What follows belongs to an exercise in optimizing a design on an open flow for small area and a short achievable clock period; a production flow would make more cautious choices.
At most, simulation tests tie the RTL to the original design; equivalence was not proved.
Function not checked in runs 1, 2 and 6: the RTL went through the layout flow alone.
The clock port is modelled as an ideal driver; clocking choices that lean on that would not hold on a real chip.
Power and IR drop assume default switching activity.

File: flow/design.v
`timescale 1ns/10ps
package nic_reg_pkg;
    typedef logic [32-1:0]  reg_word_t;
    typedef logic [8-1:0] reg_idx_t;
    typedef enum logic [8-1:0] {
        REG_STATUS         = 8'd0,
        REG_ERRORS         = 8'd1,
        REG_GOOD_H         = 8'd2,
        REG_GOOD_L         = 8'd3,
        REG_BAD_H          = 8'd4,
        REG_BAD_L          = 8'd5,
        REG_PCI_BASE_H     = 8'd6,
        REG_PCI_BASE_L     = 8'd7,
        REG_PCI_SIZE_H     = 8'd8,
        REG_PCI_SIZE_L     = 8'd9,
        REG_RESET          = 8'd10,
        REG_CLEAR_COUNTERS = 8'd11,
        REG_PACKET_COUNT_H = 8'd32,
        REG_PACKET_COUNT_L = 8'd33,
        REG_LOOPBACK       = 8'd34,
        REG_PAUSE_PCI      = 8'd35
    } reg_index_e;
    typedef enum logic [1:0] {
        OKAY   = 2'd0,
        SLVERR = 2'd2,
        DECERR = 2'd3
    } reg_resp_e;
    typedef struct packed {
        logic      write;
        reg_idx_t  write_index;
        reg_word_t write_data;
        logic      read;
        reg_idx_t  read_index;
    } reg_req_t;
    typedef struct packed {
        logic      write_done;
        reg_resp_e write_resp;
        logic      read_valid;
        reg_word_t read_data;
        reg_resp_e read_resp;
    } reg_rsp_t;
    typedef struct packed {
        logic [64-1:0] pci_base;
        logic [64-1:0] pci_size;
        logic [64-1:0] packet_count;
        logic                   loopback;
    } ctrl_config_t;
endpackage
`timescale 1ns/10ps
package nic_status_pkg;
    typedef struct packed {
        logic good;
        logic bad;
        logic range_err;
    } packet_events_t;
    typedef struct packed {
        logic [32-1:0] tdata;
        logic                        tvalid;
        logic                        tready;
    } seq_beat_t;
    typedef struct packed {
        logic seq_error;
        logic overflow_1;
        logic overflow_0;
        logic pci_range_err;
    } error_flags_t;
    typedef struct packed {
        logic [64-1:0] good_packets;
        logic [64-1:0] bad_packets;
    } status_counters_t;
endpackage
`timescale 1ns/10ps
module nic_control (
    input  logic                          clk,
    input  logic                          resetn,
    input  logic                          req_write,
    input  logic [8-1:0]   req_write_index,
    input  logic [32-1:0]    req_write_data,
    input  logic                          req_read,
    input  logic [8-1:0]   req_read_index,
    output logic                          rsp_write_done,
    output logic [1:0]                    rsp_write_resp,
    output logic                          rsp_read_valid,
    output logic [32-1:0]    rsp_read_data,
    output logic [1:0]                    rsp_read_resp,
    input  logic                          ev_good,
    input  logic                          ev_bad,
    input  logic                          ev_range_err,
    input  logic [32-1:0]   seq_tdata,
    input  logic                          seq_tvalid,
    input  logic                          seq_tready,
    input  logic                          overflow_0,
    input  logic                          overflow_1,
    input  logic                          hbm_cattrip,
    input  logic                          pcs_aligned,
    input  logic                          generator_idle,
    output logic [64-1:0]        cfg_pci_base,
    output logic [64-1:0]        cfg_pci_size,
    output logic [64-1:0]        cfg_packet_count,
    output logic                          cfg_loopback,
    output logic                          gen_packets,
    output logic                          pause_pci,
    output logic                          resetn_out
);
    logic [31:0] wd;
    assign wd = req_write_data;
    logic w_good_h, w_good_l, w_bad_h, w_bad_l;
    logic w_base_h, w_base_l, w_size_h, w_size_l;
    logic w_reset, w_clear, w_cnt_h, w_cnt_l, w_loop, w_pause;
    logic w_ok;
    assign w_good_h = req_write && req_write_index == 8'd2;
    assign w_good_l = req_write && req_write_index == 8'd3;
    assign w_bad_h  = req_write && req_write_index == 8'd4;
    assign w_bad_l  = req_write && req_write_index == 8'd5;
    assign w_base_h = req_write && req_write_index == 8'd6;
    assign w_base_l = req_write && req_write_index == 8'd7;
    assign w_size_h = req_write && req_write_index == 8'd8;
    assign w_size_l = req_write && req_write_index == 8'd9;
    assign w_reset  = req_write && req_write_index == 8'd10;
    assign w_clear  = req_write && req_write_index == 8'd11;
    assign w_cnt_h  = req_write && req_write_index == 8'd32;
    assign w_cnt_l  = req_write && req_write_index == 8'd33;
    assign w_loop   = req_write && req_write_index == 8'd34;
    assign w_pause  = req_write && req_write_index == 8'd35;
    assign w_ok = (req_write_index >= 8'd2 && req_write_index <= 8'd11) ||
                  (req_write_index >= 8'd32 && req_write_index <= 8'd35);
    logic write_err, read_err, clear_pulse;
    always_ff @(posedge clk) begin
        rsp_write_done <= resetn && req_write;
        rsp_read_valid <= resetn && req_read;
        gen_packets    <= resetn && w_cnt_l;
        clear_pulse    <= resetn && w_clear;
        write_err      <= !w_ok;
    end
    assign rsp_write_resp = {write_err, write_err};
    assign rsp_read_resp  = {read_err, read_err};
    logic [31:0] wdr;        
    logic        wdr_one;    
    assign wdr     = resetn ? wd : 32'd0;
    assign wdr_one = !resetn || wd[0];
    always_ff @(posedge clk) begin
        if (w_base_h || !resetn) cfg_pci_base[63:32]     <= {wdr[31:1], wdr_one};
        if (w_base_l || !resetn) cfg_pci_base[31:0]      <= wdr;
        if (w_size_h || !resetn) cfg_pci_size[63:32]     <= {wdr[31:1], wdr_one};
        if (w_size_l || !resetn) cfg_pci_size[31:0]      <= wdr;
        if (w_cnt_h  || !resetn) cfg_packet_count[63:32] <= wdr;
        if (w_cnt_l  || !resetn) cfg_packet_count[31:0]  <= wdr;
        if (w_loop   || !resetn) cfg_loopback            <= wdr[0];
    end
    localparam logic [9:0] RST_IDLE  = 10'h001;
    localparam logic [9:0] RST_START = 10'h20c;
    logic [9:0] reset_lfsr;
    logic       reset_active;
    assign reset_active = (reset_lfsr != RST_IDLE);
    always_ff @(posedge clk) begin
        if (!resetn) begin
            reset_lfsr <= RST_IDLE;
        end else if (w_reset) begin
            reset_lfsr <= RST_START;
        end else if (reset_active) begin
            reset_lfsr <= {reset_lfsr[8:0], reset_lfsr[9] ^ reset_lfsr[6]};
        end
        resetn_out <= resetn && !reset_active;
    end
    logic [31:0] pause_count;
    logic [31:0] pause_borrow;
    assign pause_borrow[0] = 1'b1;
    for (genvar i = 1; i < 32; i++) begin : g_pb
        assign pause_borrow[i] = ~|pause_count[i-1:0];
    end
    always_ff @(posedge clk) begin
        if (w_pause || !resetn) begin
            pause_count <= wdr;
            pause_pci   <= |wdr;
        end else if (pause_pci) begin
            pause_count <= pause_count ^ pause_borrow;
            pause_pci   <= |pause_count[31:1];
        end
    end
    logic        clear;
    logic [63:0] good, bad;
    logic [63:0] good_carry, bad_carry;
    logic        pci_range_err, seq_error;
    logic [31:0] seq_expect;
    logic [31:0] tdata_carry;
    logic        beat, seq_bad;
    assign clear = !resetn_out || clear_pulse;
    assign good_carry[0]  = 1'b1;
    assign bad_carry[0]   = 1'b1;
    assign tdata_carry[0] = 1'b1;
    for (genvar i = 1; i < 64; i++) begin : g_cc
        assign good_carry[i] = &good[i-1:0];
        assign bad_carry[i]  = &bad[i-1:0];
    end
    for (genvar i = 1; i < 32; i++) begin : g_tc
        assign tdata_carry[i] = &seq_tdata[i-1:0];
    end
    logic [31:0] wdc;
    logic        ld_good_h, ld_good_l, ld_bad_h, ld_bad_l;
    logic        inc_good, inc_bad;
    assign wdc       = clear ? 32'd0 : wd;
    assign ld_good_h = clear || w_good_h;
    assign ld_good_l = clear || w_good_l;
    assign ld_bad_h  = clear || w_bad_h;
    assign ld_bad_l  = clear || w_bad_l;
    assign inc_good  = ev_good && !w_good_h && !w_good_l;
    assign inc_bad   = ev_bad && !w_bad_h && !w_bad_l;
    always_ff @(posedge clk) begin
        good[63:32] <= ld_good_h ? wdc : good[63:32] ^ ({32{inc_good}} & good_carry[63:32]);
        good[31:0]  <= ld_good_l ? wdc : good[31:0]  ^ ({32{inc_good}} & good_carry[31:0]);
        bad[63:32]  <= ld_bad_h  ? wdc : bad[63:32]  ^ ({32{inc_bad}}  & bad_carry[63:32]);
        bad[31:0]   <= ld_bad_l  ? wdc : bad[31:0]   ^ ({32{inc_bad}}  & bad_carry[31:0]);
    end
    always_ff @(posedge clk) begin
        if (clear) begin
            pci_range_err <= 1'b0;
        end else if (ev_range_err) begin
            pci_range_err <= 1'b1;
        end
    end
    assign beat    = seq_tvalid && seq_tready;
    assign seq_bad = (seq_tdata != '0) && (seq_tdata != seq_expect);
    always_ff @(posedge clk) begin
        if (clear) begin
            seq_error <= 1'b0;
        end else if (beat && seq_bad) begin
            seq_error <= 1'b1;
        end
    end
    always_ff @(posedge clk) begin
        if (!resetn_out) begin
            seq_expect <= 32'd1;
        end else if (beat) begin
            seq_expect <= seq_tdata ^ tdata_carry;
        end
    end
    logic [31:0] rd_word;
    logic        rd_err;
    always_comb begin
        rd_word = '0;
        rd_err  = 1'b0;
        case (req_read_index)
            8'd0:  rd_word = {30'd0, !hbm_cattrip, pcs_aligned};
            8'd1:  rd_word = {28'd0, seq_error, overflow_1, overflow_0, pci_range_err};
            8'd2:  rd_word = good[63:32];
            8'd3:  rd_word = good[31:0];
            8'd4:  rd_word = bad[63:32];
            8'd5:  rd_word = bad[31:0];
            8'd6:  rd_word = cfg_pci_base[63:32];
            8'd7:  rd_word = cfg_pci_base[31:0];
            8'd8:  rd_word = cfg_pci_size[63:32];
            8'd9:  rd_word = cfg_pci_size[31:0];
            8'd10: rd_word = {31'd0, reset_active};
            8'd32: rd_word = '0;
            8'd33: rd_word = {31'd0, !generator_idle};
            8'd34: rd_word = {31'd0, cfg_loopback};
            8'd35: rd_word = pause_count;
            default: rd_err = 1'b1;
        endcase
    end
    always_ff @(posedge clk) begin
        rsp_read_data <= rd_word;
        read_err      <= rd_err;
    end
endmodule
File: flow/flow/run.sh
#!/bin/bash
# Standard ORFS layout, with small port buffers instead of the default choice; the resizer
# upsizes them where timing needs it.
set -euo pipefail
cd "$(dirname "$0")/.."
cat flow/extra.mk >> config.mk
bash standard.sh > flow_standard.log 2>&1
File: flow/flow/extra.mk
export BUFFER_PORTS_ARGS = -buffer_cell sky130_fd_sc_hd__buf_2
File: flow/standard.sh
#!/bin/bash
# synth_recipe.tcl (not shown) runs the flow's synth.tcl, then flattens the netlist and writes it again
# the make line also repeats each setting of config.mk as NAME=value (left out here)
make -C /OpenROAD-flow-scripts/flow DESIGN_CONFIG=/design/flow/config.mk WORK_HOME=/design/flow/orfs CLKGATE_MAP_FILE= SYNTH_SCRIPT=/design/flow/synth_recipe.tcl "${@:-finish}"
File: flow/config.mk
export PLATFORM = sky130hd
export DESIGN_NAME = nic_control
export DESIGN_NICKNAME = nic_control
export VERILOG_FILES = /design/flow/design.v
export SDC_FILE = /design/flow/constraint.sdc
export NUM_CORES = 4
export LEC_CHECK = 0
export CAP_MARGIN = 20
export CORE_MARGIN = 2
export CORE_UTILIZATION = 40
export SETUP_SLACK_MARGIN = 3.0
export SLEW_MARGIN = 20
export BUFFER_PORTS_ARGS = -buffer_cell sky130_fd_sc_hd__buf_2
File: flow/constraint.sdc
create_clock -name core_clock -period 5.0 [get_ports {clk}]
set_input_delay 1.0000 -clock core_clock [delete_from_list [all_inputs] [get_ports {clk}]]
set_output_delay 1.0000 -clock core_clock [all_outputs]
set_load 0.01 [all_outputs]
==> summary.txt, run 1 <==
sink of the worst hold path=reset_lfsr[2]; hold wc startpoint=reset_lfsr[1]; Fin. Hold Viols=0; synthesized area=20200 um^2; Worst Hold Depth=1; asr flop ratio synth=0%; htree depth=2; syn avg cell area=10.4 um^2; nets=2687; Synth Register Bits=437; Initial DRC Count=2950; vias per std cell=6.23; NetSw=0.00271 W; Die Span Y=229 um; Yosys warning count=1; syn nets=2041; Int Pwr=0.00688 W; CTS root buf=clkbuf_16; peak supply drop=0.000274 V; Synth Instances=1934; Slew @ Worst Pin=1.09 ns; DR pass1 iterations=8; Overall Global Routing Usage=30.8%; reg2reg start=pause_count[7]; Post-Route Skew=0.0494 ns; global-route wire length before repair=121000 um; hold buffers post-CTS=0; via count=20500; Global Route met3 Usage=6.25%; TritonCTS Sinks=437; Seq/Total Area, Yosys=54.4%; top_reg_cell synth=edfxtp_1; WL final=92000 um; pre-CTS setup slack=1.37 ns; setup ws final=2.60 ns; CTS Buffer Depth=3; Worst setup SP type=register; minimum clock period=2.40 ns; Reg2Reg Setup Slack=2.60 ns; global routing met1 resource utilization=41.5%; leakage power=11.8 nW; Die Width=229 um; GPL Wtd Cong=0.964; share of layout cells above drive strength 1=46.1%; PD cells=310 nW/um^2; worst hold path class=register to register; TritonCTS Buffers=49; max_slew headroom=27.4%; largest net degree at the start of global routing=114; # IOs=328; Setup CP Type=register to register; crit share post-route=48.1%; met2 usage=47.9%; worst-path fanout max=4; status=complete, no violations; setup TNS=0 ns; # setup viols final=0; Cell variety after synth=67; WP data required=5.38 ns; area grow syn2layout=53.2%; DIE AREA=52300 um^2; Worst-path clk slew=0.07 ns; vias in the first global route=18600; total core area=50000 um^2; Max Freq=416 MHz; RSZ-0062 raised after global routing=yes; Arrival @ worst endpoint=2.78 ns; DP HPWL=55400 um; Comb pwr share=16.6%; Switching Fraction=28.3%; Core Util, Final=61.9%; # port buffers=327; clock network power share=40.1%; R2R Path End=pause_count[26]; clk latency of the worst-skew pair=0.63 ns; # rows=82; R2R depth=9; Post-synth EDFFs=225; max-cap viol count=0; antenna violations before repair=4; Worst Setup End Kind=register; grt total ovfl=0; Final Slew Violations=0; GRT busiest layer=met2; antenna-violating nets left=0; wire per inst=28.0 um; Starting Density=40.4%; TritonCTS clock tree=yes; # DRC=0; Flop pwr share=43.3%
[routing by layer]
layer | vias to the layer above | routed length (um)
met4 | 0 | 5710
met3 | 358 | 10500
met5 | - | 0
met1 | 10000 | 34400
li1 | 8578 | -
met2 | 1543 | 41400
[critical path, stage by stage, from the launching register on]
cell and delay (ns):
edfxtp_1 0.45, or4_4 0.58, nor4_4 0.28, buf_6 0.16, buf_12 0.11, buf_4 0.12, nand3_4 0.12, nor3_4 0.15
xnor2_1 0.13, a21oi_1 0.07
[stage by stage]
step	hold slack [ns]	instance area (um^2)	total power, W	cells
finish	0.464	30900	0.00959	3291
global route	0.496	30900	0.00985	3290
CTS	0.467	27900	0.00933	3153
detailed placement	0.458	22900	0.00536	2838
global placement	0.450	22900	0.00534	2837
floorplan	0.438	21000	0.00485	1934
[cell families after synthesis]
family                   count (synthesis)  share of synthesized area [%]
AO/OA/AOI/OAI                          511                           15.4
XOR/XNOR                               185                           8.02
adder cells (fa/ha/maj)                 13                          0.805
buffers and inverters                  154                           3.04
flip-flops                             437                           54.4
multiplexers                            37                           1.95
AND/OR/NAND/NOR                        597                           16.3
[Yosys cell counts (6+ instances only)]
library cell	number	area share, %
a211oi_1	23	0.85
and2_1	41	1.3
mux2i_1	27	1.3
mux2_2	9	0.50
a31oi_1	22	0.68
or4_1	9	0.33
inv_1	32	0.59
nand3_1	82	2.0
a22o_1	6	0.26
buf_1	11	0.20
clkbuf_1	90	1.7
o21ai_0	183	4.5
nand2_1	119	2.2
a22oi_1	38	1.4
nor3_1	38	0.94
and3_1	27	0.84
and4_1	18	0.78
nand4_1	56	1.7
nor3b_1	6	0.22
a221oi_1	25	1.1
nor4_1	30	0.93
a21oi_1	148	3.7
nor2_1	104	1.9
buf_2	16	0.40
a222oi_1	24	1.2
xnor2_1	119	5.2
o211a_1	12	0.59
nand2b_1	9	0.28
o22ai_1	7	0.22
dfxtp_1	212	21
edfxtp_1	225	33
ha_1	13	0.81
xor2_1	66	2.9
o31ai_1	9	0.33
or3_1	13	0.40
[registers in the layout, indices dropped and copies added, names as in the netlist, 10 cells and up]
| name | flops |
|---|---|
| good | 64 |
| bad | 64 |
| reset_lfsr | 10 |
| pause_count | 32 |
| cfg_packet_count | 64 |
| cfg_pci_size | 64 |
| seq_expect | 32 |
| rsp_read_data | 32 |
| cfg_pci_base | 64 |
[layout by cell type, fill, tap and decap left out, drive strengths merged, types with 27 or more instances in the layout]
| master | count |
|---|---|
| buf | 683 |
| edfxtp | 225 |
| dfxtp | 212 |
| o21ai | 183 |
| a21oi | 148 |
| nand2 | 120 |
| xnor2 | 119 |
| nor2 | 107 |
| clkbuf | 86 |
| nand3 | 86 |
| xor2 | 66 |
| nand4 | 61 |
| and2 | 43 |
| nor3 | 43 |
| a22oi | 38 |
| nor4 | 37 |
| inv | 32 |
| mux2i | 27 |
| and3 | 27 |
[cell type report]
class                   instances  area, um^2
diodes                          1        2.50
clock buffers                  58        1310
clock inverters                31         375
fillers                      3877       19000
inverters                      32         126
multi-input cells            1348       10700
flip-flops and latches        437       11200
well taps                     672         841
repair buffers                712        6400
[worst max path at each step]
stage,startpoint,to,slack [ns],cells past startpoint
5_1_grt,pause_count[7],pause_count[23],2.53,8
3_5_place_dp,req_read_index[5],rsp_read_data[11],1.37,7
6_report,pause_count[7],pause_count[26],2.60,9
2_1_floorplan,req_write,pause_count[0],2.12,5
3_3_place_gp,req_read_index[5],rsp_read_data[1],1.42,6
4_1_cts,cfg_pci_base[62],cfg_pci_base[62],2.67,1
[timing repair]
item | 4_1_cts | 5_1_grt
buffers inserted | 215 | 109
gates resized for setup | 325 | 389
gates cloned | 11 | 28
setup endpoints to repair | 816 | 615
hold endpoints to repair | 0 | 0
pin swaps | 105 | 175
[power groups by stage]
stage / clock [W] / combinational (W) / sequential, W
floorplan: 0 / 0.000593 / 0.00425
global placement: 0 / 0.00107 / 0.00427
detailed placement: 0 / 0.00109 / 0.00428
CTS: 0.00386 / 0.00132 / 0.00415
global route: 0.00399 / 0.00168 / 0.00418
finish: 0.00384 / 0.00159 / 0.00416
==> inputs of run 2 (changes only) <==
==> flow/run.sh (new file) <==
#!/bin/bash
# synth_recipe.tcl (not shown) runs the flow's synth.tcl, then flattens the netlist and writes it again
# the make line also repeats each setting of config.mk as NAME=value (left out here)
make -C /OpenROAD-flow-scripts/flow DESIGN_CONFIG=/design/flow/config.mk WORK_HOME=/design/flow/orfs CLKGATE_MAP_FILE= SYNTH_SCRIPT=/design/flow/synth_recipe.tcl finish
--- a/flow/config.mk
+++ b/flow/config.mk
@@ -10,4 +10,3 @@
 export CORE_UTILIZATION = 40
 export SETUP_SLACK_MARGIN = 3.0
 export SLEW_MARGIN = 20
-export BUFFER_PORTS_ARGS = -buffer_cell sky130_fd_sc_hd__buf_2
removed: flow/flow/run.sh
removed: flow/flow/extra.mk
removed: flow/standard.sh
==> summary.txt, run 2 <==
commonest cells after routing, fill and taps aside=buf_4 (275), edfxtp_1 (225), buf_2 (175); hold buffers post-CTS=0; Final Slew Violations=0; Synth top cells by count=edfxtp_1 (225), dfxtp_1 (212), o21ai_0 (183), a21oi_1 (148); synthesized area=20200 um^2; DR pass1 iterations=8; Worst Setup End Kind=register; # rows=82; leakage power=11.8 nW; Worst setup SP type=register; WP data required=5.38 ns; worst-path fanout max=3; antenna cell count=0; minimum clock period=2.32 ns; Worst-path clk slew=0.06 ns; share of the synthesized area in the top cell type=33.4%; setup TNS=0 ns; Synth Register Bits=437; antenna violations before repair=4; top cells by area, synth=edfxtp_1 (33%), dfxtp_1 (21%), xnor2_1 (5.2%), o21ai_0 (4.5%), a21oi_1 (3.7%); Worst Hold Slack=0.469 ns; Cell variety after synth=67; DIE AREA=52300 um^2; area grow syn2layout=55.1%; asr flop ratio synth=0%; crit share post-route=46.5%; max-cap viol count=0; status=complete, no violations; # IOs=328; most common cell after layout, fill and taps aside=buf_4; total core area=50000 um^2; grt total ovfl=0; vias in the first global route=18700; worst hold path class=register to register; clk latency of the worst-skew pair=0.64 ns; Core Util, Final=62.7%; DP HPWL=56300 um; Die Span Y=229 um; max_slew headroom=31.1%; # setup viols final=0; Fin. Hold Viols=0; share of layout cells above drive strength 1=45.0%; RSZ-0062 raised after global routing=yes; Yosys warning count=1; Die Width=229 um; TritonCTS Buffers=49; syn nets=2041; GPL Wtd Cong=0.974; Synth Instances=1934; WL final=92000 um; Synth area leader=edfxtp_1; # port buffers=327; Max Freq=430 MHz; CTS Buffer Depth=3; antenna-violating nets left=0; Setup CP Type=register to register; most common cell in the netlist=edfxtp_1; syn avg cell area=10.4 um^2; via count=20300; Initial DRC Count=2580; vias per std cell=6.12; largest net degree at the start of global routing=65; # DRC=0; Starting Density=40.4%; Arrival @ worst endpoint=2.70 ns; CTS root buf=clkbuf_16; peak supply drop=0.000284 V; Post-synth EDFFs=225; Post-Route Skew=0.0476 ns; nets=2708; Overall Global Routing Usage=32.1%; Slew @ Worst Pin=1.03 ns; PD cells=305 nW/um^2; Seq/Total Area, Yosys=54.4%; global-route wire length before repair=126000 um; wire per inst=27.8 um; htree depth=2; TritonCTS Sinks=437; top_reg_cell synth=edfxtp_1; TritonCTS clock tree=yes
==> run 2: area by class of cell <==
class	count	area, um^2
Tap cell	672	841
Clock inverter	20	308
Timing Repair Buffer	726	6650
Multi-Input combinational cell	1355	10800
Clock buffer	72	1410
Fill cell	3924	18600
Inverter	32	124
Sequential cell	437	11200
==> run 2: logic make-up (layout without fill, tap and decap cells) <==
kind of cell    Yosys count  in the layout  share of synthesized area (%)
compound gates          511            513                           15.4
xor+xnor                185            185                           8.02
fa+ha+maj                13             13                          0.805
buf+inv                 154            850                           3.04
flops                   437            437                           54.4
mux                      37             37                           1.95
simple gates            597            607                           16.3
==> run 2: per-layer routing <==
metal  share of wire [%]  routed length (um)  global-route usage (%)  vias up
li1                    -                   -                       -     8616
met1                  39               35400                    43.6     9977
met2                  45               41700                    50.0     1399
met3                  11               10200                    7.07      297
met4                 5.1                4690                    12.6        2
met5               0.013                  12                       0        -
==> run 2: critical path, stage by stage (launching register included) <==
cell and delay [ns]:
edfxtp_1 0.41, or4_4 0.57, nor4_4 0.28, buf_6 0.17
buf_6 0.12, nand3_4 0.08, or2_4 0.25, xor2_1 0.14
a21oi_1 0.09
==> run 2: final timing paths <==
| path | cells past startpoint | startpoint | slack, ns | to |
|---|---|---|---|---|
| min reg2reg | 2 | seq_expect[1] | 0.47 | seq_expect[1] |
| max | 8 | pause_count[11] | 2.68 | pause_count[19] |
| min | 2 | seq_expect[1] | 0.47 | seq_expect[1] |
| max reg2reg | 8 | pause_count[11] | 2.68 | pause_count[19] |
==> run 2: what timing repair did <==
action	in CTS	in global routing
pin swaps	133	205
gates cloned	20	18
gates resized for setup	1502	339
endpoints found under the setup margin	810	561
buffers inserted	234	110
==> run 2: where the power goes <==
part	switching (W)	total [W]	leakage, nW	internal, W
clock network	0.00158	0.00386	0.823	0.00228
registers	0.000169	0.00416	3.96	0.00399
logic	0.000915	0.00155	6.99	0.000636
total	0.00266	0.00957	11.8	0.00691
==> run 2: per-stage QoR <==
step	total power (W)	worst slack, ns	cell area, um^2	std cells
2_1_floorplan	0.00485	2.12	21000	1934
3_3_place_gp	0.00552	1.17	24600	2840
3_5_place_dp	0.00554	1.05	24600	2840
4_1_cts	0.00940	2.67	28800	3186
5_1_grt	0.00985	2.61	31300	3314
6_report	0.00957	2.68	31300	3314
==> inputs of run 3 (changes only) <==
--- a/flow/design.v
+++ b/flow/design.v
@@ -139,13 +139,20 @@
     assign wdr     = resetn ? wd : 32'd0;
     assign wdr_one = !resetn || wd[0];
     always_ff @(posedge clk) begin
-        if (w_base_h || !resetn) cfg_pci_base[63:32]     <= {wdr[31:1], wdr_one};
-        if (w_base_l || !resetn) cfg_pci_base[31:0]      <= wdr;
-        if (w_size_h || !resetn) cfg_pci_size[63:32]     <= {wdr[31:1], wdr_one};
-        if (w_size_l || !resetn) cfg_pci_size[31:0]      <= wdr;
-        if (w_cnt_h  || !resetn) cfg_packet_count[63:32] <= wdr;
-        if (w_cnt_l  || !resetn) cfg_packet_count[31:0]  <= wdr;
-        if (w_loop   || !resetn) cfg_loopback            <= wdr[0];
+        if (!resetn) begin
+            cfg_pci_base     <= 64'h0000_0001_0000_0000;
+            cfg_pci_size     <= 64'h0000_0001_0000_0000;
+            cfg_packet_count <= '0;
+            cfg_loopback     <= 1'b0;
+        end else begin
+            if (w_base_h) cfg_pci_base[63:32]     <= wd;
+            if (w_base_l) cfg_pci_base[31:0]      <= wd;
+            if (w_size_h) cfg_pci_size[63:32]     <= wd;
+            if (w_size_l) cfg_pci_size[31:0]      <= wd;
+            if (w_cnt_h)  cfg_packet_count[63:32] <= wd;
+            if (w_cnt_l)  cfg_packet_count[31:0]  <= wd;
+            if (w_loop)   cfg_loopback            <= wd[0];
+        end
     end
     localparam logic [9:0] RST_IDLE  = 10'h001;
     localparam logic [9:0] RST_START = 10'h20c;
@@ -164,17 +171,14 @@
     end
     logic [31:0] pause_count;
     logic [31:0] pause_borrow;
-    assign pause_borrow[0] = 1'b1;
-    for (genvar i = 1; i < 32; i++) begin : g_pb
-        assign pause_borrow[i] = ~|pause_count[i-1:0];
-    end
+    nic_prefix_and #(.W(32)) pause_borrow_i (.x(~pause_count), .c(pause_borrow));
     always_ff @(posedge clk) begin
         if (w_pause || !resetn) begin
             pause_count <= wdr;
             pause_pci   <= |wdr;
-        end else if (pause_pci) begin
-            pause_count <= pause_count ^ pause_borrow;
-            pause_pci   <= |pause_count[31:1];
+        end else begin
+            pause_count <= pause_count ^ (pause_borrow & {32{pause_pci}});
+            pause_pci   <= pause_pci && |pause_count[31:1];
         end
     end
     logic        clear;
@@ -185,16 +189,9 @@
     logic [31:0] tdata_carry;
     logic        beat, seq_bad;
     assign clear = !resetn_out || clear_pulse;
-    assign good_carry[0]  = 1'b1;
-    assign bad_carry[0]   = 1'b1;
-    assign tdata_carry[0] = 1'b1;
-    for (genvar i = 1; i < 64; i++) begin : g_cc
-        assign good_carry[i] = &good[i-1:0];
-        assign bad_carry[i]  = &bad[i-1:0];
-    end
-    for (genvar i = 1; i < 32; i++) begin : g_tc
-        assign tdata_carry[i] = &seq_tdata[i-1:0];
-    end
+    nic_prefix_and #(.W(64)) good_carry_i  (.x(good),      .c(good_carry));
+    nic_prefix_and #(.W(64)) bad_carry_i   (.x(bad),       .c(bad_carry));
+    nic_prefix_and #(.W(32)) tdata_carry_i (.x(seq_tdata), .c(tdata_carry));
     logic [31:0] wdc;
     logic        ld_good_h, ld_good_l, ld_bad_h, ld_bad_l;
     logic        inc_good, inc_bad;
@@ -236,30 +233,44 @@
     end
     logic [31:0] rd_word;
     logic        rd_err;
-    always_comb begin
-        rd_word = '0;
-        rd_err  = 1'b0;
-        case (req_read_index)
-            8'd0:  rd_word = {30'd0, !hbm_cattrip, pcs_aligned};
-            8'd1:  rd_word = {28'd0, seq_error, overflow_1, overflow_0, pci_range_err};
-            8'd2:  rd_word = good[63:32];
-            8'd3:  rd_word = good[31:0];
-            8'd4:  rd_word = bad[63:32];
-            8'd5:  rd_word = bad[31:0];
-            8'd6:  rd_word = cfg_pci_base[63:32];
-            8'd7:  rd_word = cfg_pci_base[31:0];
-            8'd8:  rd_word = cfg_pci_size[63:32];
-            8'd9:  rd_word = cfg_pci_size[31:0];
-            8'd10: rd_word = {31'd0, reset_active};
-            8'd32: rd_word = '0;
-            8'd33: rd_word = {31'd0, !generator_idle};
-            8'd34: rd_word = {31'd0, cfg_loopback};
-            8'd35: rd_word = pause_count;
-            default: rd_err = 1'b1;
-        endcase
-    end
+    logic [15:0] rsel;
+    logic        rlo, rhi;
+    assign rlo = req_read_index[7:4] == 4'd0;
+    assign rhi = req_read_index[7:2] == 6'd8;
+    for (genvar k = 0; k < 12; k++) begin : g_rs
+        assign rsel[k] = rlo && req_read_index[3:0] == k;
+    end
+    for (genvar k = 0; k < 4; k++) begin : g_rh
+        assign rsel[12+k] = rhi && req_read_index[1:0] == k;
+    end
+    assign rd_err  = !(rlo && req_read_index[3:0] <= 4'd10) && !rhi;
+    assign rd_word = ({32{rsel[0]}}  & {30'd0, !hbm_cattrip, pcs_aligned})
+                   | ({32{rsel[1]}}  & {28'd0, seq_error, overflow_1, overflow_0, pci_range_err})
+                   | ({32{rsel[2]}}  & good[63:32])
+                   | ({32{rsel[3]}}  & good[31:0])
+                   | ({32{rsel[4]}}  & bad[63:32])
+                   | ({32{rsel[5]}}  & bad[31:0])
+                   | ({32{rsel[6]}}  & cfg_pci_base[63:32])
+                   | ({32{rsel[7]}}  & cfg_pci_base[31:0])
+                   | ({32{rsel[8]}}  & cfg_pci_size[63:32])
+                   | ({32{rsel[9]}}  & cfg_pci_size[31:0])
+                   | ({32{rsel[10]}} & {31'd0, reset_active})
+                   | ({32{rsel[13]}} & {31'd0, !generator_idle})
+                   | ({32{rsel[14]}} & {31'd0, cfg_loopback})
+                   | ({32{rsel[15]}} & pause_count);
     always_ff @(posedge clk) begin
         rsp_read_data <= rd_word;
         read_err      <= rd_err;
     end
 endmodule
+module nic_prefix_and #(
+    parameter int W = 32
+) (
+    input  logic [W-1:0] x,
+    output logic [W-1:0] c
+);
+    assign c[0] = 1'b1;
+    for (genvar i = 1; i < W; i++) begin : g_c
+        assign c[i] = &x[i-1:0];
+    end
+endmodule
==> flow/flow/run.sh (new file) <==
#!/bin/bash
set -euo pipefail
cd "$(dirname "$0")/.."
FLOWDIR=$(pwd)/flow
cat >> config.mk <<EOC
export BUFFER_PORTS_ARGS = -buffer_cell sky130_fd_sc_hd__buf_2
export PRE_CTS_TCL = $FLOWDIR/pre_cts.tcl
EOC
bash standard.sh > flow_standard.log 2>&1
==> flow/flow/pre_cts.tcl (new file) <==
# Wrap clock_tree_synthesis: after the tree is built, remove its root buffer so that the
# clock port drives the first-level buffers directly.
proc my_remove_clock_root {} {
  set block [ord::get_db_block]
  foreach inst [$block getInsts] {
    set name [$inst getName]
    if {![string match "clkbuf_0_*" $name]} { continue }
    set in_net [[$inst findITerm A] getNet]
    set out_net [[$inst findITerm X] getNet]
    set sinks {}
    foreach it [$out_net getITerms] {
      if {[$it getInst] != $inst} { lappend sinks $it }
    }
    if {[llength $sinks] > 4} {
      puts "keeping clock root $name: it drives [llength $sinks] pins"
      continue
    }
    puts "removing clock root $name driving [llength $sinks] pins"
    foreach it $sinks { $it disconnect }
    [$inst findITerm A] disconnect
    [$inst findITerm X] disconnect
    odb::dbInst_destroy $inst
    foreach it $sinks { $it connect $in_net }
    odb::dbNet_destroy $out_net
  }
}

rename clock_tree_synthesis my_orig_clock_tree_synthesis
proc clock_tree_synthesis {args} {
  my_orig_clock_tree_synthesis {*}$args
  my_remove_clock_root
}
==> flow/standard.sh (new file) <==
#!/bin/bash
# synth_recipe.tcl (not shown) runs the flow's synth.tcl, then flattens the netlist and writes it again
# the make line also repeats each setting of config.mk as NAME=value (left out here)
make -C /OpenROAD-flow-scripts/flow DESIGN_CONFIG=/design/flow/config.mk WORK_HOME=/design/flow/orfs CLKGATE_MAP_FILE= SYNTH_SCRIPT=/design/flow/synth_recipe.tcl "${@:-finish}"
--- a/flow/config.mk
+++ b/flow/config.mk
@@ -8,5 +8,8 @@
 export CAP_MARGIN = 20
 export CORE_MARGIN = 2
 export CORE_UTILIZATION = 40
-export SETUP_SLACK_MARGIN = 3.0
+export SETUP_SLACK_MARGIN = 2.5
 export SLEW_MARGIN = 20
+export TNS_END_PERCENT = 5
+export BUFFER_PORTS_ARGS = -buffer_cell sky130_fd_sc_hd__buf_2
+export PRE_CTS_TCL = /design/flow/flow/pre_cts.tcl
removed: flow/run.sh
==> summary.txt, run 3 <==
leakage power=9.00 nW; syn nets=2622; Max Freq=376 MHz; vias per std cell=6.04; TritonCTS clock tree=yes; Synth top cells by count=nand2_1 (524), dfxtp_1 (437), a21oi_1 (312), clkbuf_1 (183), o21ai_0 (174); peak supply drop=0.000227 V; grt total ovfl=0; Synth Instances=2519; PD cells=333 nW/um^2; Post-Route Skew=0.0270 ns; Setup CP Type=input port to register; Worst Setup End Kind=register; R2R depth=6; minimum clock period=2.66 ns; asr flop ratio synth=0%; worst-path fanout max=33; cells along the critical path=buf_4 > buf_8 > nand2_1 > nor2_2 > buf_4 > a222oi_1 > nand3_1; top cells by area, synth=dfxtp_1 (43%), nand2_1 (9.7%), a21oi_1 (7.7%), xnor2_1 (4.4%), o21ai_0 (4.3%); # DRC=0; synthesized area=20200 um^2; DR pass1 iterations=9; GPL Wtd Cong=0.978; Synth Register Bits=437; largest net degree at the start of global routing=126; Starting Density=40.4%; Initial DRC Count=2740; # setup viols final=0; DP HPWL=61100 um; Synth area leader=dfxtp_1; Worst Hold Slack=0.452 ns; most common cell after layout, fill and taps aside=nand2_1; pre-CTS setup slack=1.43 ns; total core area=50100 um^2; setup ws final=2.34 ns; Die Span Y=229 um; Worst-path clk slew=0.06 ns; TritonCTS Sinks=437; setup TNS=0 ns; hold buffers post-CTS=0; share of the synthesized area in the top cell type=43.2%; crit share post-route=53.2%; max_slew headroom=28.1%; max-cap viol count=0; global-route wire length before repair=128000 um; Die Width=229 um; Worst setup SP type=input port; Fin. Hold Viols=0; syn avg cell area=8.04 um^2; RSZ-0062 raised after global routing=yes; Cell variety after synth=72; nets=2866; TritonCTS Buffers=50; Overall Global Routing Usage=32.4%; Yosys warning count=1; Slew @ Worst Pin=1.08 ns; share of layout cells above drive strength 1=20.2%; antenna violations before repair=4; DIE AREA=52400 um^2; CP max-delay cell=a222oi_1; Final Slew Violations=0; clk latency of the worst-skew pair=0.42 ns; vias in the first global route=19200; via count=21000; commonest cells after routing, fill and taps aside=nand2_1 (519), dfxtp_1 (436), buf_2 (322); antenna-violating nets left=0; wire per inst=25.9 um; Critical Path Most Common Cell=buf_4; fillcell total=4914; # rows=82; most common cell in the netlist=nand2_1; Seq/Total Area, Yosys=43.2%; Post-synth EDFFs=0; area grow syn2layout=21.4%; CP max stage delay=0.64 ns; worst hold path class=register to register; Worst Hold Depth=2; # port buffers=327; WP data required=5.26 ns; top_reg_cell synth=dfxtp_1; Arrival @ worst endpoint=2.92 ns; WL final=89900 um; status=complete, no violations; # IOs=328
run 3: critical path, delay by kind of cell:
kind | cells | cell delay (ns)
compound gates | 1 | 0.64
simple gates | 3 | 0.57
buf+inv | 3 | 0.68
run 3: cells by family after synthesis:
| logic type | after synthesis | share of synthesized area (%) |
|---|---|---|
| and+or+nand+nor | 970 | 22.3 |
| AOI/OAI and AO/OA | 662 | 19.2 |
| DFF | 437 | 43.2 |
| buffers and inverters | 226 | 4.36 |
| xor gates and xnor gates | 178 | 7.70 |
| muxes | 37 | 2.67 |
| adders and majority gates | 9 | 0.556 |
run 3: report_power, final:
part	internal, W	leakage [nW]	switching [W]
combinational	0.000214	4.64	0.000554
sequential	0.00354	3.52	0.0000627
clock	0.00231	0.837	0.00151
total	0.00607	9.00	0.00212
run 3: worst paths after layout:
| check | from | endpoint | slack, ns |
|---|---|---|---|
| worst max register to register | bad[9] | bad[34] | 2.45 |
| worst min register to register | cfg_packet_count[15] | cfg_packet_count[15] | 0.45 |
| worst max-delay path | req_read_index[1] | rsp_read_data[5] | 2.34 |
| worst min-delay path | cfg_packet_count[15] | cfg_packet_count[15] | 0.45 |
run 3: area by class of cell:
class | instances | area, um^2 | share of cell area (%)
sequential | 437 | 8750 | 35.6
clock buffer | 70 | 1450 | 5.89
tap | 672 | 841 | 3.42
timing repair buffer | 392 | 2210 | 9.00
inverter | 23 | 93.8 | 0.382
clock inverter | 18 | 249 | 1.01
antenna | 2 | 5.00 | 0.0204
multi-input combinational | 1860 | 11000 | 44.7
run 3: what timing repair did:
action	CTS	global route
pin swaps	9	16
buffers inserted	24	7
setup endpoints to repair	379	380
gates cloned	1	3
resized for setup	38	46
run 3: layer usage:
layer  vias to the layer above  share of wire [%]  track usage (%)
li1                       9400                  -                -
met1                     10100                 40             43.5
met2                      1276                 43             48.4
met3                       249                 11             8.18
met4                         2                5.6             16.0
met5                         -              0.012                0
run 3: metrics by stage:
stage	total power [W]	util, %	std cells	cell area [um^2]
after global routing	0.00842	49.1	3472	24600
after global placement	0.00440	44.4	3349	22200
after CTS	0.00818	48.5	3462	24300
final	0.00819	49.1	3474	24600
after detailed placement	0.00441	44.4	3349	22200
after floorplan	0.00410	-	2519	20300
==> inputs of run 4 (changes only) <==
--- a/flow/config.mk
+++ b/flow/config.mk
@@ -8,7 +8,7 @@
 export CAP_MARGIN = 20
 export CORE_MARGIN = 2
 export CORE_UTILIZATION = 40
-export SETUP_SLACK_MARGIN = 2.5
+export SETUP_SLACK_MARGIN = 2.7
 export SLEW_MARGIN = 20
 export TNS_END_PERCENT = 5
 export BUFFER_PORTS_ARGS = -buffer_cell sky130_fd_sc_hd__buf_2
==> summary.txt, run 4 <==
Cell variety after synth=72; Int Pwr=0.00602 W; setup TNS=0 ns; Synth Area in Adders=0.556%; largest net degree at the start of global routing=126; # port buffers=327; antenna violations before repair=6; Post-synth EDFFs=0; PD cells=324 nW/um^2; Compound-Gate Fraction of Synth Area=19.2%; pre-CTS setup slack=1.54 ns; Synth Area in XOR/XNOR=7.70%; top_reg_cell synth=dfxtp_1; Simple-Gate Fraction of Synth Area=22.3%; DIE AREA=52400 um^2; NetSw=0.00215 W; Worst Hold Slack=0.453 ns; Fin. Hold Viols=0; # IOs=328; Final Slew Violations=0; wire per inst=25.4 um; via count=21000; Flop pwr share=44.2%; WL final=88600 um; clk latency of the worst-skew pair=0.40 ns; Die Width=229 um; Slew @ Worst Pin=0.829 ns; DP HPWL=60400 um; synthesized area=20200 um^2; share of the synthesized area in the top cell type=43.2%; Switching Fraction=26.4%; Starting Density=40.4%; syn avg cell area=8.04 um^2; Arrival @ worst endpoint=2.73 ns; GPL Wtd Cong=0.960; hold wc startpoint=cfg_packet_count[32]; leakage power=9.17 nW; final std cells w/o fill=3491; R2R depth=6; R2R Path End=bad[39]; Placed Cells=3350; syn nets=2622; Core Util, Final=50.3%; vias per std cell=6.01; commonest cells after routing, fill and taps aside=nand2_1 (517), dfxtp_1 (435), buf_2 (312); most common cell in the netlist=nand2_1; Reg2Reg Setup Slack=2.60 ns; Comb pwr share=10.2%; crit share post-route=50.2%; WP data required=5.23 ns; Die Span Y=229 um; worst-path fanout max=19; status=complete, no violations; # DRC=0; total core area=50100 um^2; Synth Register Bits=437; nets=2881; mux share of post-synthesis cell area=2.67%; setup ws final=2.49 ns; Worst-path clk slew=0.06 ns; minimum clock period=2.51 ns; area grow syn2layout=24.4%; main combinational cell family by area after synthesis=simple AND/OR/NAND/NOR gates; Seq/Total Area, Yosys=43.2%; Synth Instances=2519; TritonCTS Buffers=49; Yosys warning count=1; grt total ovfl=0; antenna-violating nets left=0; Setup CP Type=input port to register; sink of the worst hold path=cfg_packet_count[32]; Worst setup SP type=input port; # setup viols final=0; peak supply drop=0.000234 V; vias in the first global route=19400; Overall Global Routing Usage=32.1%; share of layout cells above drive strength 1=22.1%; antenna cell count=0; Worst Setup End Kind=register; max-cap viol count=0; DR pass1 iterations=6; top cells by area, synth=dfxtp_1 (43%), nand2_1 (9.7%), a21oi_1 (7.7%), xnor2_1 (4.4%), o21ai_0 (4.3%); reg2reg start=bad[9]; asr flop ratio synth=0%; global-route wire length before repair=127000 um; # rows=82; most common cell after layout, fill and taps aside=nand2_1; Worst Hold Depth=2; Max Freq=399 MHz; clock network power share=45.6%; worst hold path class=register to register; Synth area leader=dfxtp_1; TritonCTS Sinks=437; max_slew headroom=44.7%; RSZ-0062 raised after global routing=yes; Post-Route Skew=0.0203 ns; Initial DRC Count=2704; TritonCTS clock tree=yes; Synth top cells by count=nand2_1 (524), dfxtp_1 (437), a21oi_1 (312), clkbuf_1 (183), o21ai_0 (174)
## run 4: how the worst max path moves through the flow
| stage | start | endpoint | slack (ns) | depth (start not counted) |
|---|---|---|---|---|
| CTS | req_write_index[6] | good[55] | 2.52 | 9 |
| detailed placement | req_read_index[5] | rsp_read_data[3] | 1.54 | 6 |
| global placement | req_write_index[5] | bad[47] | 1.63 | 8 |
| global route | req_write_index[2] | bad[59] | 2.50 | 8 |
| floorplan | req_write | bad[59] | 2.43 | 6 |
| finish | req_read_index[2] | rsp_read_data[9] | 2.49 | 8 |
## run 4: power by group through the flow
| stage | clock network (W) | registers (W) | logic [W] |
|---|---|---|---|
| after floorplan | 0 | 0.00365 | 0.000455 |
| after global placement | 0 | 0.00368 | 0.000727 |
| after detailed placement | 0 | 0.00368 | 0.000738 |
| after CTS | 0.00375 | 0.00361 | 0.000800 |
| after global routing | 0.00390 | 0.00361 | 0.000889 |
| final | 0.00372 | 0.00361 | 0.000836 |
## run 4: kinds of logic after synthesis
group | count (synthesis)
AND/OR/NAND/NOR | 970
AO/OA/AOI/OAI | 662
flip-flops | 437
buffers and inverters | 226
XOR/XNOR | 178
multiplexers | 37
adder cells (fa/ha/maj) | 9
## run 4: cell type report
cell class | count | area (um^2)
fill | 4830 | 24900
multi-input combinational | 1861 | 11200
sequential | 437 | 8750
timing repair buffer | 407 | 2590
clock buffer | 62 | 1390
tap | 672 | 841
clock inverter | 29 | 292
inverter | 23 | 98.8
## run 4: through the flow
| stage | total power (W) | area, um^2 |
|---|---|---|
| final | 0.00817 | 25200 |
| after global routing | 0.00840 | 25200 |
| after CTS | 0.00816 | 24900 |
| after detailed placement | 0.00442 | 22400 |
| after global placement | 0.00441 | 22400 |
| after floorplan | 0.00411 | 20400 |
## run 4: layer usage
layer	GRT usage [%]	part of all wire (%)	vias up
met4	14.6	5.2	2
li1	-	-	9418
met2	48.6	43	1225
met5	0	0.015	-
met1	43.0	39	10100
met3	8.12	12	246
## run 4: worst max-delay path, cell delays in order
cell,delay (ns)
buf_2,0.21
nor3_2,0.05
buf_4,0.17
nand3_2,0.21
nor3_4,0.08
buf_6,0.19
a222oi_1,0.57
nand3_1,0.24
## run 4: what timing repair did
action / 4_1_cts / 5_1_grt
cloned: 6 / 3
hold buffers: 0 / 0
pin swaps: 28 / 24
endpoints found under the setup margin: 411 / 389
setup buffers: 36 / 5
gates resized for setup: 100 / 56
==> inputs of run 5 (changes only) <==
--- a/flow/flow/run.sh
+++ b/flow/flow/run.sh
@@ -5,5 +5,6 @@
 cat >> config.mk <<EOC
 export BUFFER_PORTS_ARGS = -buffer_cell sky130_fd_sc_hd__buf_2
 export PRE_CTS_TCL = $FLOWDIR/pre_cts.tcl
+export DONT_USE_CELLS = $(cat $FLOWDIR/slow_cells.txt)
 EOC
 bash standard.sh > flow_standard.log 2>&1
==> flow/flow/slow_cells.txt (new file) <==
sky130_fd_sc_hd__or4_1 sky130_fd_sc_hd__or4_2 sky130_fd_sc_hd__or4_4 sky130_fd_sc_hd__or4b_1 sky130_fd_sc_hd__or4b_2 sky130_fd_sc_hd__or4b_4 sky130_fd_sc_hd__or4bb_1 sky130_fd_sc_hd__or4bb_2 sky130_fd_sc_hd__or4bb_4 sky130_fd_sc_hd__nor4_1 sky130_fd_sc_hd__nor4_2 sky130_fd_sc_hd__nor4_4 sky130_fd_sc_hd__nor4b_1 sky130_fd_sc_hd__nor4b_2 sky130_fd_sc_hd__nor4b_4 sky130_fd_sc_hd__nor4bb_1 sky130_fd_sc_hd__nor4bb_2 sky130_fd_sc_hd__nor4bb_4 sky130_fd_sc_hd__or3_1 sky130_fd_sc_hd__or3_2 sky130_fd_sc_hd__or3_4 sky130_fd_sc_hd__or3b_1 sky130_fd_sc_hd__or3b_2 sky130_fd_sc_hd__or3b_4
--- a/flow/config.mk
+++ b/flow/config.mk
@@ -13,3 +13,4 @@
 export TNS_END_PERCENT = 5
 export BUFFER_PORTS_ARGS = -buffer_cell sky130_fd_sc_hd__buf_2
 export PRE_CTS_TCL = /design/flow/flow/pre_cts.tcl
+export DONT_USE_CELLS = sky130_fd_sc_hd__or4_1 sky130_fd_sc_hd__or4_2 sky130_fd_sc_hd__or4_4 sky130_fd_sc_hd__or4b_1 sky130_fd_sc_hd__or4b_2 sky130_fd_sc_hd__or4b_4 sky130_fd_sc_hd__or4bb_1 sky130_fd_sc_hd__or4bb_2 sky130_fd_sc_hd__or4bb_4 sky130_fd_sc_hd__nor4_1 sky130_fd_sc_hd__nor4_2 sky130_fd_sc_hd__nor4_4 sky130_fd_sc_hd__nor4b_1 sky130_fd_sc_hd__nor4b_2 sky130_fd_sc_hd__nor4b_4 sky130_fd_sc_hd__nor4bb_1 sky130_fd_sc_hd__nor4bb_2 sky130_fd_sc_hd__nor4bb_4 sky130_fd_sc_hd__or3_1 sky130_fd_sc_hd__or3_2 sky130_fd_sc_hd__or3_4 sky130_fd_sc_hd__or3b_1 sky130_fd_sc_hd__or3b_2 sky130_fd_sc_hd__or3b_4
==> summary.txt, run 5 <==
clk latency of the worst-skew pair=0.43 ns; Starting Density=40.7%; Max Freq=413 MHz; setup ws final=2.58 ns; # port buffers=327; crit path buf inv count=4; syn avg cell area=8.11 um^2; most common cell after layout, fill and taps aside=nand2_1; asr flop ratio synth=0%; Die Width=230 um; commonest cells after routing, fill and taps aside=nand2_1 (452), dfxtp_1 (436), buf_2 (320); WL final=85800 um; PD cells=324 nW/um^2; total core area=50400 um^2; Fin. Hold Viols=0; share of layout cells above drive strength 1=21.6%; # DRC=0; worst-path fanout max=8; top_reg_cell synth=dfxtp_1; hold wc startpoint=cfg_packet_count[41]; TritonCTS Buffers=50; pre-CTS setup slack=1.38 ns; Arrival @ worst endpoint=2.71 ns; Slew @ Worst Pin=0.992 ns; Overall Global Routing Usage=30.9%; Critical Path Most Common Cell=buf_12; critical path's top delay family=simple AND/OR/NAND/NOR gates; CP max stage delay=0.30 ns; antenna-violating nets left=0; Yosys warning count=1; CP max-delay cell=and4_4; max-cap viol count=0; vias in the first global route=19100; Worst Setup End Kind=register; via count=20400; peak supply drop=0.000251 V; leakage power=9.78 nW; crit share post-route=48.4%; Initial DRC Count=2142; syn nets=2633; global-route wire length before repair=124000 um; DP HPWL=59600 um; antenna cell count=0; hold buffers post-CTS=0; grt total ovfl=0; CP Launch Point=req_write; Final Slew Violations=0; Synth top cells by count=nand2_1 (454), dfxtp_1 (437), a21oi_1 (284), clkbuf_1 (180), nor2_1 (180); Setup CP Type=input port to register; nets=2893; TritonCTS clock tree=yes; setup TNS=0 ns; Worst-path clk slew=0.06 ns; reg2reg start=good[32]; Seq/Total Area, Yosys=42.6%; Cell variety after synth=66; Worst setup SP type=input port; TritonCTS Sinks=437; WP data required=5.29 ns; Post-Route Skew=0.0309 ns; Post-synth EDFFs=0; Die Span Y=230 um; Synth area leader=dfxtp_1; RSZ-0062 raised after global routing=yes; Area after DPL=22400 um^2; GPL Wtd Cong=0.981; largest net degree at the start of global routing=138; Synth Register Bits=437; Reg2Reg Setup Slack=2.70 ns; total power=0.00821 W; worst hold path class=register to register; most common cell in the netlist=nand2_1; Synth Instances=2530; max_slew headroom=33.8%; # IOs=328; post-route cell area=25300 um^2; area grow syn2layout=23.4%; cells along the critical path=buf_12 > and4bb_4 > a31oi_4 > buf_6 > and4_4 > buf_12 > buf_12 > nand4_1 > xnor2_1 > a21oi_1; antenna violations before repair=0; status=complete, no violations; top cells by area, synth=dfxtp_1 (43%), nand2_1 (8.3%), a21oi_1 (6.9%), xnor2_1 (4.2%), xor2_1 (3.9%); minimum clock period=2.42 ns; share of the synthesized area in the top cell type=42.6%; vias per std cell=5.81; wire per inst=24.5 um; DIE AREA=53100 um^2; # rows=82; DR pass1 iterations=9; # setup viols final=0; synthesized area=20500 um^2
-- run 5: cell count changes after synthesis, sizes merged, moves of 20 or more --
cell   previous run  this run
nor4             36         0
and2             16        36
nand2           524       454
nand4            57        77
and3             30        52
mux2i            18        47
buf              20        40
or3              26         0
a21oi           312       284
nor2            110       180
-- run 5: worst min-delay path, stage by stage (launching register included) --
cell and delay (ns):
dfxtp_1 0.30, nand2_1 0.05, a21oi_1 0.05
-- run 5: kinds of logic after synthesis --
family / after synthesis / share of synthesized area (%)
mux: 65 / 4.00
xor+xnor: 191 / 8.16
compound gates: 625 / 18.3
fa+ha+maj: 9 / 0.549
simple gates: 960 / 21.5
flops: 437 / 42.6
buf+inv: 243 / 4.89
-- run 5: path summary, 6_finish.rpt --
| path | end | cells past startpoint |
|---|---|---|
| setup reg to reg | good[62] | 6 |
| setup / recovery | good[62] | 10 |
| hold / removal | cfg_packet_count[41] | 2 |
| hold reg to reg | cfg_packet_count[41] | 2 |
-- run 5: metrics by stage --
step	util, %	hold slack, ns	instances
2_1_floorplan	-	0.432	2530
3_3_place_gp	44.6	0.440	3348
3_5_place_dp	44.6	0.445	3348
4_1_cts	49.4	0.453	3476
5_1_grt	50.2	0.476	3503
6_report	50.2	0.454	3503
-- run 5: power by group --
| group | internal, W | switching [W] | total (W) | leakage, nW |
|---|---|---|---|---|
| logic | 0.000229 | 0.000545 | 0.000774 | 5.41 |
| clock network | 0.00227 | 0.00156 | 0.00383 | 0.843 |
| registers | 0.00354 | 0.0000644 | 0.00361 | 3.52 |
| total | 0.00604 | 0.00216 | 0.00821 | 9.78 |
-- run 5: timing repair --
| action | in CTS | in global routing |
|---|---|---|
| hold endpoints to repair | 0 | 0 |
| resized for setup | 88 | 46 |
| pin swaps | 22 | 16 |
| cloned | 5 | 2 |
| setup buffers | 31 | 25 |
| setup endpoints to repair | 308 | 361 |
-- run 5: cell type report --
type                       count  area (um^2)
clock buffer                  70         1440
clock inverter                22          293
fill                        4819        25100
inverter                      21         98.8
multi-input combinational   1853        11200
sequential                   437         8750
tap                          672          841
timing repair buffer         428         2720
-- run 5: metal layers --
metal  wire length (um)  up-vias  global-route usage, %
li1                   -     9377                      -
met1              35100     9848                   40.6
met2              39900      945                   49.7
met3               7050      193                   5.45
met4               3800        0                   13.3
met5                  0        -                      0
==> inputs of run 6 (changes only) <==
--- a/flow/design.v
+++ b/flow/design.v
@@ -183,30 +183,54 @@
     end
     logic        clear;
     logic [63:0] good, bad;
-    logic [63:0] good_carry, bad_carry;
     logic        pci_range_err, seq_error;
     logic [31:0] seq_expect;
     logic [31:0] tdata_carry;
     logic        beat, seq_bad;
     assign clear = !resetn_out || clear_pulse;
-    nic_prefix_and #(.W(64)) good_carry_i  (.x(good),      .c(good_carry));
-    nic_prefix_and #(.W(64)) bad_carry_i   (.x(bad),       .c(bad_carry));
     nic_prefix_and #(.W(32)) tdata_carry_i (.x(seq_tdata), .c(tdata_carry));
     logic [31:0] wdc;
-    logic        ld_good_h, ld_good_l, ld_bad_h, ld_bad_l;
-    logic        inc_good, inc_bad;
-    assign wdc       = clear ? 32'd0 : wd;
-    assign ld_good_h = clear || w_good_h;
-    assign ld_good_l = clear || w_good_l;
-    assign ld_bad_h  = clear || w_bad_h;
-    assign ld_bad_l  = clear || w_bad_l;
-    assign inc_good  = ev_good && !w_good_h && !w_good_l;
-    assign inc_bad   = ev_bad && !w_bad_h && !w_bad_l;
-    always_ff @(posedge clk) begin
-        good[63:32] <= ld_good_h ? wdc : good[63:32] ^ ({32{inc_good}} & good_carry[63:32]);
-        good[31:0]  <= ld_good_l ? wdc : good[31:0]  ^ ({32{inc_good}} & good_carry[31:0]);
-        bad[63:32]  <= ld_bad_h  ? wdc : bad[63:32]  ^ ({32{inc_bad}}  & bad_carry[63:32]);
-        bad[31:0]   <= ld_bad_l  ? wdc : bad[31:0]   ^ ({32{inc_bad}}  & bad_carry[31:0]);
+    logic        wdc_lo_ones, wdc_hi_ones;
+    assign wdc         = clear ? 32'd0 : wd;
+    assign wdc_lo_ones = &wdc[15:0];
+    assign wdc_hi_ones = &wdc[31:16];
+    logic [1:0][63:0] cnt;
+    logic [1:0][2:0]  seg_full;
+    logic [1:0]       ev, w_h, w_l, ld_h, ld_l, inc;
+    logic [1:0][3:0]  seg_cin;
+    logic [1:0][63:0] cnt_carry;
+    assign ev  = {ev_bad, ev_good};
+    assign w_h = {w_bad_h, w_good_h};
+    assign w_l = {w_bad_l, w_good_l};
+    assign good = cnt[0];
+    assign bad  = cnt[1];
+    for (genvar c = 0; c < 2; c++) begin : g_cnt
+        assign ld_h[c] = clear || w_h[c];
+        assign ld_l[c] = clear || w_l[c];
+        assign inc[c]  = ev[c] && !w_h[c] && !w_l[c];
+        assign seg_cin[c][0] = inc[c];
+        for (genvar k = 1; k < 4; k++) begin : g_cin
+            assign seg_cin[c][k] = inc[c] && &seg_full[c][k-1:0];
+        end
+        for (genvar i = 0; i < 64; i++) begin : g_bit
+            if (i % 16 == 0) begin : g_first
+                assign cnt_carry[c][i] = seg_cin[c][i/16];
+            end else begin : g_rest
+                assign cnt_carry[c][i] = seg_cin[c][i/16] && &cnt[c][i-1:(i/16)*16];
+            end
+        end
+    end
+    always_ff @(posedge clk) begin
+        for (int c = 0; c < 2; c++) begin
+            cnt[c][63:32] <= ld_h[c] ? wdc : cnt[c][63:32] ^ cnt_carry[c][63:32];
+            cnt[c][31:0]  <= ld_l[c] ? wdc : cnt[c][31:0]  ^ cnt_carry[c][31:0];
+            seg_full[c][0] <= ld_l[c] ? wdc_lo_ones :
+                              seg_cin[c][0] ? (cnt[c][15:0] == 16'hfffe) : seg_full[c][0];
+            seg_full[c][1] <= ld_l[c] ? wdc_hi_ones :
+                              seg_cin[c][1] ? (cnt[c][31:16] == 16'hfffe) : seg_full[c][1];
+            seg_full[c][2] <= ld_h[c] ? wdc_lo_ones :
+                              seg_cin[c][2] ? (cnt[c][47:32] == 16'hfffe) : seg_full[c][2];
+        end
     end
     always_ff @(posedge clk) begin
         if (clear) begin
--- a/flow/config.mk
+++ b/flow/config.mk
@@ -7,7 +7,8 @@
 export LEC_CHECK = 0
 export CAP_MARGIN = 20
 export CORE_MARGIN = 2
-export CORE_UTILIZATION = 40
+export CORE_UTILIZATION = 65
+export PLACE_DENSITY = 0.75
 export SETUP_SLACK_MARGIN = 2.7
 export SLEW_MARGIN = 20
 export TNS_END_PERCENT = 5
==> summary.txt, run 6 <==
status=complete, no violations; vias per std cell=6.59; leakage power=9.72 nW; Worst-path clk slew=0.06 ns; minimum clock period=2.47 ns; clock network power share=42.7%; Overall Global Routing Usage=42.7%; synthesized area=21300 um^2; top_reg_cell synth=dfxtp_1; area of the multi-input gates=11600 um^2; DIE AREA=34200 um^2; Comb pwr share=11.7%; Max Freq=405 MHz; Fin. Hold Viols=0; Slew @ Worst Pin=1.06 ns; max-cap viol count=0; DR pass1 iterations=9; RSZ-0062 raised after global routing=yes; worst-path fanout max=16; grt total ovfl=0; PD cells=333 nW/um^2; # IOs=328; nets=2904; Core Util, Final=76.5%; largest net degree at the start of global routing=94; antenna violations before repair=2; Synth top cells by count=dfxtp_1 (437), nand2_1 (423), a21oi_1 (272), nor2_1 (185), clkbuf_1 (172); Seq/Total Area, Yosys=42.0%; setup TNS=0 ns; peak supply drop=0.000281 V; Top reg by flops=cnt; Cell variety after synth=69; Worst Hold Slack=0.452 ns; CP max stage delay=0.54 ns; Synth Instances=2607; vias in the first global route=20000; TritonCTS Buffers=46; R2R depth=5; Post-synth EDFFs=6; share of layout cells above drive strength 1=18.7%; total core area=32400 um^2; top cells by area, synth=dfxtp_1 (41%), nand2_1 (7.5%), a21oi_1 (6.4%), xor2_1 (4.4%), o21ai_0 (4.0%); WP data required=5.26 ns; WL final=75400 um; wire per inst=23.0 um; DP HPWL=51100 um; Int Pwr=0.00602 W; syn nets=2716; antenna-violating nets left=0; crit share post-route=49.4%; Switching Fraction=26.9%; most common cell after layout, fill and taps aside=dfxtp_1; max_slew headroom=29.1%; TritonCTS Sinks=443; Synth Register Bits=443; commonest cells after routing, fill and taps aside=dfxtp_1 (436), nand2_1 (419), buf_2 (324); Yosys warning count=1; TritonCTS clock tree=yes; Initial DRC Count=3017; CP max-delay cell=a31oi_4; global-route wire length before repair=113000 um; Setup CP Type=input port to register; Die Span Y=185 um; Storage cell area=8930 um^2; share of the synthesized area in the top cell type=41.1%; syn avg cell area=8.16 um^2; Worst Hold Depth=2; Post-Route Skew=0.0265 ns; via count=21600; Flop pwr share=45.5%; # setup viols final=0; area grow syn2layout=16.3%; GPL Wtd Cong=1.01; Worst setup SP type=input port; cells along the critical path=buf_2 > and4bb_4 > a31oi_4 > and3_4 > ha_4 > mux2i_1 > nor2_1; # port buffers=327; most common cell in the netlist=dfxtp_1; Starting Density=65.7%; # DRC=0; Worst Setup End Kind=register; Arrival @ worst endpoint=2.73 ns; asr flop ratio synth=0%; Die Width=185 um; worst hold path class=register to register; total power=0.00824 W; clk latency of the worst-skew pair=0.40 ns; Final Slew Violations=0; Synth area leader=dfxtp_1; # rows=66; NetSw=0.00222 W; Largest register FFs=128; fillcell total=2475
## run 6: cell types whose count changed after synthesis, sizes merged, moves of 11 or more
cell	change
a21oi	-12
nand4	+25
and3	+17
buf	+14
xor2	+15
nor3	-12
and4	+11
nand2	-31
a31o	+15
o21ai	+12
xnor2	-40
nor3b	+18
## run 6: kinds of logic (layout without fill, tap and decap cells)
| family | count (synthesis) | after routing | share of synthesized area (%) |
|---|---|---|---|
| muxes | 74 | 74 | 4.18 |
| DFF | 443 | 443 | 42.0 |
| buffers and inverters | 243 | 463 | 4.67 |
| adders and majority gates | 15 | 15 | 0.882 |
| other | 0 | 3 | 0 |
| xor gates and xnor gates | 166 | 166 | 6.83 |
| AOI/OAI and AO/OA | 647 | 648 | 18.4 |
| and+or+nand+nor | 1019 | 1020 | 23.0 |
## run 6: timing repair
item / 4_1_cts / 5_1_grt
endpoints found under the setup margin: 358 / 366
pin swaps: 3 / 3
hold buffers: 0 / 0
cloned: 2 / 0
resized for setup: 42 / 12
buffers inserted: 6 / 4
## run 6: power by group through the flow
stage / registers (W) / logic [W] / clock network, W
6_report: 0.00375 / 0.000967 / 0.00352
5_1_grt: 0.00376 / 0.00104 / 0.00365
4_1_cts: 0.00375 / 0.000932 / 0.00350
3_5_place_dp: 0.00382 / 0.000908 / 0
3_3_place_gp: 0.00382 / 0.000885 / 0
2_1_floorplan: 0.00378 / 0.000630 / 0
## run 6: metrics by stage
stage / worst slack, ns / instances / instance area [um^2]
finish: 2.53 / 3274 / 24800
global placement: 1.51 / 3178 / 22900
floorplan: 2.61 / 2607 / 21400
CTS: 2.50 / 3267 / 24700
global route: 2.44 / 3272 / 24700
detailed placement: 1.54 / 3178 / 22900
## run 6: cell type report
| class | instances | share of cell area (%) |
|---|---|---|
| Multi-Input combinational cell | 1923 | 46.9 |
| Sequential cell | 443 | 36.1 |
| Timing Repair Buffer | 365 | 8.23 |
| Clock buffer | 66 | 5.48 |
| Tap cell | 442 | 2.23 |
| Clock inverter | 15 | 0.778 |
| Inverter | 17 | 0.313 |
| Antenna cell | 3 | 0.0303 |
## run 6: path summary, 6_finish.rpt
kind                   startpoint  slack (ns)              endpoint
min          cfg_packet_count[27]        0.45  cfg_packet_count[27]
max reg2reg             pause_pci        2.62       pause_count[31]
min reg2reg  cfg_packet_count[27]        0.45  cfg_packet_count[27]
max            req_write_index[2]        2.53               cnt[48]
## run 6: critical path: cells and delay by family
kind	cells	cell delay (ns)
buf+inv	1	0.18
simple gates	3	0.68
compound gates	1	0.54
fa+ha+maj	1	0.19
mux	1	0.14
## run 6: metal layers
| metal | vias up | share of wire (%) | GRT usage, % |
|---|---|---|---|
| met4 | 2 | 4.3 | 17.9 |
| met1 | 10100 | 38 | 56.9 |
| met3 | 287 | 14 | 11.5 |
| met2 | 1525 | 44 | 65.5 |
| met5 | - | 0.017 | 0 |
| li1 | 9632 | - | - |

re-timing with driven ports:
The flow's constraints put no driver on any port. The routed layouts listed below were extracted and timed again, unchanged, in two steps. Step 1 assumes that a clkbuf_16 drives the clock port and a buf_2 every other input. Step 2, shift: input delay + t, output delay - t, t = (earliest + latest rising clock arrival at the registers) / 2. This alone moves slack from input paths to output paths. Three values: ideal, step 1, step 2; two values: the first two.
run	shift t [ns]	setup WS [ns]	worst setup path at the end	worst data-port slew with drivers (ns)
run 1	0.664	2.596 / 2.596 / 2.060	input to register	0.07
run 2	0.669	2.677 / 2.627 / 2.061	input to register	0.09
run 3	0.524	2.341 / 2.436 / 1.912	input to register	0.12
run 4	0.520	2.492 / 2.590 / 2.071	input to register	0.15
run 5	0.536	2.580 / 2.568 / 2.110	input to register	0.10
run 6	0.489	2.529 / 2.573 / 2.084	input to register	0.11
After both steps every run listed still meets setup and hold. The setup slack of run 2, which loses most, moves by -0.050 ns with the drivers and by -0.616 ns with both steps.
